Context: an optimization exercise on an open-source flow, tuned for small area. The choices shown serve that exercise and are no tape-out recipe. Only simulation tests tie the RTL to the original design; equivalence was not proved.

==> flow/design.v <==
package multicycle_processor_pkg;
  localparam int DATA_W    = 16;
  localparam int ADDR_W    = 7;
  localparam int IR_W      = 9;
  typedef enum logic [2:0] {
    OP_MV   = 3'd0,
    OP_MVI  = 3'd1,
    OP_ADD  = 3'd2,
    OP_SUB  = 3'd3,
    OP_MVNZ = 3'd4,
    OP_LD   = 3'd5,
    OP_ST   = 3'd6,
    OP_NOP  = 3'd7
  } opcode_e;
  typedef enum logic [2:0] {
    T0 = 3'd0,
    T1 = 3'd1,
    T2 = 3'd2,
    T3 = 3'd3,
    T4 = 3'd4,
    T5 = 3'd5
  } tstep_e;
  typedef enum logic [3:0] {
    SEL_R0   = 4'd0,
    SEL_R1   = 4'd1,
    SEL_R2   = 4'd2,
    SEL_R3   = 4'd3,
    SEL_R4   = 4'd4,
    SEL_R5   = 4'd5,
    SEL_R6   = 4'd6,
    SEL_R7   = 4'd7,
    SEL_G    = 4'd8,
    SEL_DIN  = 4'd9,
    SEL_NONE = 4'd15
  } bus_sel_e;
  typedef enum logic {
    ALU_ADD = 1'b0,
    ALU_SUB = 1'b1
  } alu_op_e;
  function automatic logic [3:0] reg_sel(input logic [2:0] r);
    reg_sel = {1'b0, r};
  endfunction
endpackage
module regn
(
  input  logic              Clock,
  input  logic              Resetn,
  input  logic              Rin,
  input  logic [multicycle_processor_pkg::DATA_W-1:0] R,
  output logic [multicycle_processor_pkg::DATA_W-1:0] Q
);
  always_ff @(posedge Clock or negedge Resetn) begin
    if (!Resetn) Q <= '0;
    else if (Rin) Q <= R;
  end
endmodule
module multicycle_processor
(
  input  logic              Clock,
  input  logic              Resetn,
  input  logic              Run,
  output logic              Done,
  output logic [multicycle_processor_pkg::DATA_W-1:0] BusWires,
  output logic [2:0]        Tstep,
  output logic [multicycle_processor_pkg::DATA_W-1:0] Rx_data,
  output logic [multicycle_processor_pkg::DATA_W-1:0] Ry_data,
  output logic [multicycle_processor_pkg::ADDR_W-1:0] MemAddr,
  output logic [multicycle_processor_pkg::DATA_W-1:0] MemWData,
  output logic              MemWrite,
  input  logic [multicycle_processor_pkg::DATA_W-1:0] MemRData
);
  multicycle_processor_pkg::tstep_e             tstep_q, tstep_d;
  logic [multicycle_processor_pkg::IR_W-1:0]    ir_q;
  logic [multicycle_processor_pkg::ADDR_W-1:0]  addr_q;
  logic [multicycle_processor_pkg::DATA_W-1:0]  dout_q;
  logic [multicycle_processor_pkg::DATA_W-1:0]  din;
  logic [multicycle_processor_pkg::DATA_W-1:0]  r_q [0:7];
  logic [multicycle_processor_pkg::DATA_W-1:0]  a_q, g_q, alu_result, r7_d;
  multicycle_processor_pkg::bus_sel_e   bus_sel;
  multicycle_processor_pkg::alu_op_e    alu_op;
  logic [7:0] rin;
  logic       ain, gin, irin, addrin, doutin, incr_pc, w_d, done;
  multicycle_processor_pkg::opcode_e    opcode;
  logic [2:0] rx, ry;
  assign opcode = multicycle_processor_pkg::opcode_e'(ir_q[8:6]);
  assign rx     = ir_q[5:3];
  assign ry     = ir_q[2:0];
  always_comb begin
    bus_sel = multicycle_processor_pkg::SEL_NONE;
    alu_op  = multicycle_processor_pkg::ALU_ADD;
    rin     = '0;
    ain     = 1'b0;
    gin     = 1'b0;
    irin    = 1'b0;
    addrin  = 1'b0;
    doutin  = 1'b0;
    incr_pc = 1'b0;
    w_d     = 1'b0;
    done    = 1'b0;
    case (tstep_q)
      multicycle_processor_pkg::T0: if (Run) begin
        bus_sel = multicycle_processor_pkg::SEL_R7;
        addrin  = 1'b1;
        incr_pc = 1'b1;
      end
      multicycle_processor_pkg::T2: irin = 1'b1;
      multicycle_processor_pkg::T3: case (opcode)
        multicycle_processor_pkg::OP_MV: begin
          bus_sel = multicycle_processor_pkg::bus_sel_e'(multicycle_processor_pkg::reg_sel(ry));
          rin[rx] = 1'b1;
          done    = 1'b1;
        end
        multicycle_processor_pkg::OP_MVI: begin
          bus_sel = multicycle_processor_pkg::SEL_R7;
          addrin  = 1'b1;
          incr_pc = 1'b1;
        end
        multicycle_processor_pkg::OP_ADD, multicycle_processor_pkg::OP_SUB: begin
          bus_sel = multicycle_processor_pkg::bus_sel_e'(multicycle_processor_pkg::reg_sel(rx));
          ain     = 1'b1;
        end
        multicycle_processor_pkg::OP_MVNZ: begin
          if (g_q != '0) begin
            bus_sel = multicycle_processor_pkg::bus_sel_e'(multicycle_processor_pkg::reg_sel(ry));
            rin[rx] = 1'b1;
          end
          done = 1'b1;
        end
        multicycle_processor_pkg::OP_LD, multicycle_processor_pkg::OP_ST: begin
          bus_sel = multicycle_processor_pkg::bus_sel_e'(multicycle_processor_pkg::reg_sel(ry));
          addrin  = 1'b1;
        end
        default: done = 1'b1;
      endcase
      multicycle_processor_pkg::T4: case (opcode)
        multicycle_processor_pkg::OP_ADD, multicycle_processor_pkg::OP_SUB: begin
          bus_sel = multicycle_processor_pkg::bus_sel_e'(multicycle_processor_pkg::reg_sel(ry));
          gin     = 1'b1;
          alu_op  = (opcode == multicycle_processor_pkg::OP_SUB) ? multicycle_processor_pkg::ALU_SUB : multicycle_processor_pkg::ALU_ADD;
        end
        multicycle_processor_pkg::OP_ST: begin
          bus_sel = multicycle_processor_pkg::bus_sel_e'(multicycle_processor_pkg::reg_sel(rx));
          doutin  = 1'b1;
        end
        default: ;
      endcase
      multicycle_processor_pkg::T5: case (opcode)
        multicycle_processor_pkg::OP_MVI, multicycle_processor_pkg::OP_LD: begin
          bus_sel = multicycle_processor_pkg::SEL_DIN;
          rin[rx] = 1'b1;
          done    = 1'b1;
        end
        multicycle_processor_pkg::OP_ADD, multicycle_processor_pkg::OP_SUB: begin
          bus_sel = multicycle_processor_pkg::SEL_G;
          rin[rx] = 1'b1;
          done    = 1'b1;
        end
        multicycle_processor_pkg::OP_ST: begin
          w_d  = 1'b1;
          done = 1'b1;
        end
        default: done = 1'b1;
      endcase
      default: ;
    endcase
  end
  always_comb begin
    tstep_d = tstep_q;
    if (done) tstep_d = multicycle_processor_pkg::T0;
    else begin
      case (tstep_q)
        multicycle_processor_pkg::T0:      if (Run) tstep_d = multicycle_processor_pkg::T1;
        multicycle_processor_pkg::T1:      tstep_d = multicycle_processor_pkg::T2;
        multicycle_processor_pkg::T2:      tstep_d = multicycle_processor_pkg::T3;
        multicycle_processor_pkg::T3:      tstep_d = multicycle_processor_pkg::T4;
        multicycle_processor_pkg::T4:      tstep_d = multicycle_processor_pkg::T5;
        default: tstep_d = multicycle_processor_pkg::T0;
      endcase
    end
  end
  always_ff @(posedge Clock or negedge Resetn) begin
    if (!Resetn) begin
      tstep_q <= multicycle_processor_pkg::T0;
      ir_q    <= '0;
      addr_q  <= '0;
      dout_q  <= '0;
    end else begin
      tstep_q <= tstep_d;
      if (irin)   ir_q   <= din[multicycle_processor_pkg::IR_W-1:0];
      if (addrin) addr_q <= BusWires[multicycle_processor_pkg::ADDR_W-1:0];
      if (doutin) dout_q <= BusWires;
    end
  end
  assign MemAddr  = addr_q;
  assign MemWData = dout_q;
  assign MemWrite = w_d;
  assign din      = MemRData;
  always_comb begin
    case (bus_sel)
      multicycle_processor_pkg::SEL_R0, multicycle_processor_pkg::SEL_R1, multicycle_processor_pkg::SEL_R2, multicycle_processor_pkg::SEL_R3,
      multicycle_processor_pkg::SEL_R4, multicycle_processor_pkg::SEL_R5, multicycle_processor_pkg::SEL_R6, multicycle_processor_pkg::SEL_R7: BusWires = r_q[bus_sel[2:0]];
      multicycle_processor_pkg::SEL_G:   BusWires = g_q;
      multicycle_processor_pkg::SEL_DIN: BusWires = din;
      default: BusWires = '0;
    endcase
  end
  assign alu_result = (alu_op == multicycle_processor_pkg::ALU_SUB) ? a_q - BusWires : a_q + BusWires;
  assign r7_d       = incr_pc ? r_q[7] + 16'd1 : BusWires;
  regn R0 (.Clock(Clock), .Resetn(Resetn), .Rin(rin[0]), .R(BusWires), .Q(r_q[0]));
  regn R1 (.Clock(Clock), .Resetn(Resetn), .Rin(rin[1]), .R(BusWires), .Q(r_q[1]));
  regn R2 (.Clock(Clock), .Resetn(Resetn), .Rin(rin[2]), .R(BusWires), .Q(r_q[2]));
  regn R3 (.Clock(Clock), .Resetn(Resetn), .Rin(rin[3]), .R(BusWires), .Q(r_q[3]));
  regn R4 (.Clock(Clock), .Resetn(Resetn), .Rin(rin[4]), .R(BusWires), .Q(r_q[4]));
  regn R5 (.Clock(Clock), .Resetn(Resetn), .Rin(rin[5]), .R(BusWires), .Q(r_q[5]));
  regn R6 (.Clock(Clock), .Resetn(Resetn), .Rin(rin[6]), .R(BusWires), .Q(r_q[6]));
  regn R7 (.Clock(Clock), .Resetn(Resetn), .Rin(rin[7] | incr_pc), .R(r7_d), .Q(r_q[7]));
  regn A  (.Clock(Clock), .Resetn(Resetn), .Rin(ain), .R(BusWires),   .Q(a_q));
  regn G  (.Clock(Clock), .Resetn(Resetn), .Rin(gin), .R(alu_result), .Q(g_q));
  assign Done    = done;
  assign Tstep   = tstep_q;
  assign Rx_data = r_q[rx];
  assign Ry_data = r_q[ry];
endmodule
==> flow/run.sh <==
#!/bin/bash
# synth_recipe.tcl (not shown) runs the flow's synth.tcl, then flattens the netlist and writes it again
# the make line also repeats each setting of config.mk as NAME=value (left out here)
make -C /OpenROAD-flow-scripts/flow DESIGN_CONFIG=/design/flow/config.mk WORK_HOME=/design/flow/orfs CLKGATE_MAP_FILE= SYNTH_SCRIPT=/design/flow/synth_recipe.tcl finish
==> flow/config.mk <==
export PLATFORM = sky130hd
export DESIGN_NAME = multicycle_processor
export DESIGN_NICKNAME = multicycle_processor
export VERILOG_FILES = /design/flow/design.v
export SDC_FILE = /design/flow/constraint.sdc
export NUM_CORES = 4
export LEC_CHECK = 0
export CAP_MARGIN = 20
export CORE_MARGIN = 2
export CORE_UTILIZATION = 40
export SLEW_MARGIN = 20
==> flow/constraint.sdc <==
create_clock -name core_clock -period 10.0 [get_ports {Clock}]
set_input_delay 2.0000 -clock core_clock [delete_from_list [all_inputs] [get_ports {Clock}]]
set_output_delay 2.0000 -clock core_clock [all_outputs]
set_load 0.01 [all_outputs]
==> flow_results.xml <==
<?xml version="1.0" encoding="UTF-8"?>
<metrics>
  <group name="status">
    <metric name="outcome" unit="">complete, no violations</metric>
  </group>
  <group name="synth">
    <metric name="dominantRegCellSynth" unit="">dfrtp_1</metric>
    <metric name="synth.avg_cell_area" unit="um2">8.65</metric>
    <metric name="mappedNetlistArea" unit="um2">12500</metric>
    <metric name="synthesis.nets" unit="">1492</metric>
    <metric name="async_reset_ff_share" unit="%">100</metric>
    <metric name="synth_enable_flop_cells" unit="">0</metric>
    <metric name="synth.yosys.warnings" unit="">3</metric>
    <metric name="number_of_instances_in_the_synthesized_netlist" unit="">1450</metric>
    <metric name="synth.ff_latch_count" unit="">195</metric>
    <metric name="post_synth_num_cell_types" unit="">94</metric>
    <metric name="synth_seq_area_share" unit="%">38.9</metric>
  </group>
  <group name="timing">
    <metric name="max_fclk" unit="MHz">131</metric>
    <metric name="period_needed" unit="ns">7.65</metric>
    <metric name="fin_worst_skew" unit="ns">0.0179</metric>
    <metric name="share_of_the_cycle_needed_by_the_critical_path_after_routing" unit="%">76.5</metric>
    <metric name="hold-worst-slack" unit="ns">0.489</metric>
    <metric name="timing.slew.headroom" unit="%">24.9</metric>
    <metric name="report.final.setup_viol" unit="">0</metric>
    <metric name="timing_worst_slew_pin_value" unit="ns">1.12</metric>
    <metric name="finalMaxSlewViolations" unit="">0</metric>
    <metric name="fin_setup_tns" unit="ns">0</metric>
    <metric name="hold_viol_final" unit="">0</metric>
    <metric name="rsz0062_at_grt" unit="">false</metric>
  </group>
  <group name="setup_path">
    <metric name="timing.critical_path.slowest_cell_delay" unit="ns">0.85</metric>
    <metric name="setup.worst_path.end_class" unit="">output port</metric>
    <metric name="crit_top_cell" unit="">nand2_1</metric>
    <metric name="rr_startpoint" unit="">tstep_q[2]</metric>
    <metric name="timing.critical_path.from_type" unit="">flop</metric>
    <metric name="endpoint" unit="">BusWires[8]</metric>
    <metric name="worst-endpoint-required" unit="ns">8.00</metric>
    <metric name="worst_setup_path_startpoint" unit="">tstep_q[0]</metric>
    <metric name="cp_cell_instances" unit="">nand2_1 &gt; nor2_1 &gt; a31oi_1 &gt; nor2_2 &gt; nand2_1 &gt; o32ai_1 &gt; a2111oi_0 &gt; nor3_2 &gt; inv_2 &gt; clkdlybuf4s50_1</metric>
    <metric name="worst-endpoint-arrival" unit="ns">5.65</metric>
    <metric name="critPathMaxFanout" unit="">14</metric>
    <metric name="ff2ff_path_depth" unit="">23</metric>
    <metric name="timing.rr.end" unit="">G.Q[15]</metric>
    <metric name="worstSetupPathType" unit="">flop to output port</metric>
    <metric name="crit_path_top_delay_cell" unit="">nor2_2</metric>
    <metric name="ff2ff_setup_slack" unit="ns">2.54</metric>
  </group>
  <group name="routing">
    <metric name="dr_total_vias" unit="">12000</metric>
    <metric name="route.detailed.drc" unit="">0</metric>
    <metric name="wl_per_cell" unit="um">26.0</metric>
    <metric name="viasPerCell" unit="">6.35</metric>
    <metric name="detailroute.wirelength.met2" unit="um">20900</metric>
    <metric name="drt_iter0_drc" unit="">1370</metric>
    <metric name="detail_route.wirelength" unit="um">49200</metric>
    <metric name="met1Wirelength" unit="um">20700</metric>
    <metric name="detailedRoute.firstPassIterationCount" unit="">7</metric>
    <metric name="met3RoutedLength" unit="um">5520</metric>
    <metric name="highest_layer" unit="">met4</metric>
    <metric name="ant_nets" unit="">0</metric>
  </group>
  <group name="final_layout">
    <metric name="n_fill_cell" unit="">3027</metric>
    <metric name="most_used_cells_in_the_layout_excluding_fill_and_tap_cells" unit="">248 x nand2_1, 193 x dfrtp_1, 191 x o21ai_0</metric>
    <metric name="final_common_cell" unit="">nand2_1</metric>
    <metric name="nets" unit="">1521</metric>
    <metric name="final_cell_count_no_fill" unit="">1889</metric>
    <metric name="layout-drive-gt1-share" unit="%">11.6</metric>
    <metric name="post_synthesis_to_final_layout_area_growth" unit="%">14.7</metric>
  </group>
  <group name="clocking">
    <metric name="ctsResizeCount" unit="">0</metric>
    <metric name="cts_hold_buffers" unit="">0</metric>
    <metric name="postCtsSetupBuffers" unit="">0</metric>
    <metric name="cts_root_buf" unit="">clkbuf_16</metric>
    <metric name="clock_tree_from_tritoncts" unit="">yes</metric>
    <metric name="clk-insertion-delay-late" unit="ns">0.46</metric>
    <metric name="cts_buffer_depth" unit="">2</metric>
    <metric name="htreeDepth" unit="">4</metric>
    <metric name="clock-sinks" unit="">195</metric>
    <metric name="cts_inserted_buffers" unit="">17</metric>
    <metric name="path_clk_slew" unit="ns">0.07</metric>
  </group>
  <group name="die">
    <metric name="start_util" unit="%">40.8</metric>
    <metric name="chip_height" unit="um">181</metric>
    <metric name="standard_cell_row_count" unit="">64</metric>
    <metric name="die_width" unit="um">181</metric>
    <metric name="boundaryPins" unit="">95</metric>
    <metric name="core_region_area" unit="um2">30700</metric>
    <metric name="die_area" unit="um2">32800</metric>
  </group>
  <group name="min_path">
    <metric name="worst_hold_path_type" unit="">flop to flop</metric>
  </group>
  <group name="global_route">
    <metric name="grt_use_total" unit="%">30.2</metric>
    <metric name="global_route.overflow_total" unit="">0</metric>
    <metric name="antenna_found_initial" unit="">0</metric>
    <metric name="global_route_wire_length_before_repair" unit="um">74000</metric>
    <metric name="grt_pass1_vias" unit="">11400</metric>
    <metric name="grt_max_degree" unit="">87</metric>
  </group>
  <group name="placement">
    <metric name="detailed_place_hpwl" unit="um">33000</metric>
    <metric name="finalWeightedCongestion" unit="">0.981</metric>
    <metric name="port_buffers" unit="">94</metric>
    <metric name="place.detailed.instances" unit="">1854</metric>
  </group>
  <group name="flow_run">
    <metric name="maxCapViolCount" unit="">0</metric>
  </group>
</metrics>
synth_stat cells (12+ instances only):
cell type  count  area [um2]
a21oi_1       68         340
a221oi_1      19         166
a22o_1        13         114
a22oi_1       24         180
a31oi_1       23         144
and3_1        13        81.3
buf_2         17        85.1
clkbuf_1      91         342
dfrtp_1      195        4880
ha_1          22         275
inv_1         33         124
mux2_2        46         518
mux2i_1       30         300
mux4_2        13         293
nand2_1      248         931
nand3_1       34         170
nor2_1        90         338
nor3_1        16        80.1
o21a_1        14         105
o21ai_0      191         956
o22ai_1       14        87.6
o31ai_1       12        90.1
xnor2_1       17         149
cell type report:
type | instances | area, um2 | share of cell area [%]
multi-input combinational | 1099 | 7050 | 49.0
clock inverter | 13 | 145 | 1.01
antenna | 1 | 2.50 | 0.0174
clock buffer | 19 | 453 | 3.15
sequential | 195 | 4880 | 33.9
inverter | 34 | 128 | 0.887
tap | 396 | 495 | 3.44
timing repair buffer | 132 | 1230 | 8.58
state kept, by name, indices dropped and copies added (netlist names):
register,cells
R5.Q,16
R3.Q,16
ir_q,9
tstep_q,3
dout_q,16
R0.Q,16
addr_q,7
R2.Q,16
R4.Q,16
G.Q,16
R1.Q,16
R7.Q,16
A.Q,16
R6.Q,16
per-layer routing:
metal	up-vias	GRT usage [%]
met1	5809	41.4
met4	0	13.6
met3	130	9.76
met2	699	43.2
met5	-	0
li1	5349	-
how the worst min path moves through the flow:
| stage | startpoint | endpoint | slack (ns) | cells past startpoint |
|---|---|---|---|---|
| 2_1_floorplan | A.Q[0] | A.Q[0] | 0.45 | 2 |
| 3_5_place_dp | dout_q[11] | dout_q[11] | 0.47 | 2 |
| 5_1_grt | dout_q[10] | dout_q[10] | 0.52 | 2 |
| 3_3_place_gp | dout_q[3] | dout_q[3] | 0.46 | 2 |
| 4_1_cts | dout_q[7] | dout_q[7] | 0.50 | 2 |
| 6_report | dout_q[15] | dout_q[15] | 0.49 | 2 |
stage by stage:
step	setup WS, ns	cell area [um2]	util (%)
after floorplan	3.47	12500	-
after global placement	2.25	13800	44.8
after detailed placement	2.10	13800	44.8
after CTS	2.41	14400	46.7
after global routing	2.04	14400	46.8
final	2.35	14400	46.8
cells by family after synthesis:
group	Yosys count	share of synthesized area, %
AO/OA/AOI/OAI	494	25.9
AND/OR/NAND/NOR	466	16.8
flip-flops	195	38.9
buffers and inverters	156	5.14
multiplexers	91	9.04
XOR/XNOR	25	1.86
adder cells (fa/ha/maj)	23	2.35
critical path, delay by kind of cell, from the launching register on:
kind	cells	cell delay (ns)
AND/OR/NAND/NOR	5	2.81
flip-flops	1	0.66
AO/OA/AOI/OAI	3	0.87
buffers and inverters	2	0.85

==> re-timing with driven ports <==
No port has a modelled driver above. Below, the same layout with a new extraction and two added sets of constraints.
Step 1 sets driving cells, clkbuf_16 on the clock port and buf_2 on the other inputs (assumed; they add their load-dependent delay and slew).
Step 2 also shifts input and output timing later by t, the mid clock arrival at the registers, as if the neighbouring blocks saw the same clock.
Three values: ideal, step 1, step 2; two values: the first two.
shift t [ns]: 0.498
slack for setup (ns): 2.346 / 2.299 / 1.963
hold slack, ns: 0.489 / 0.489 / 0.489
worst setup path at the end: input to register
cell pins on the clock port's net: 1
After both steps setup and hold are still met in this run. For this run, drivers alone change the setup slack by -0.047 ns; drivers and shift together by -0.383 ns.
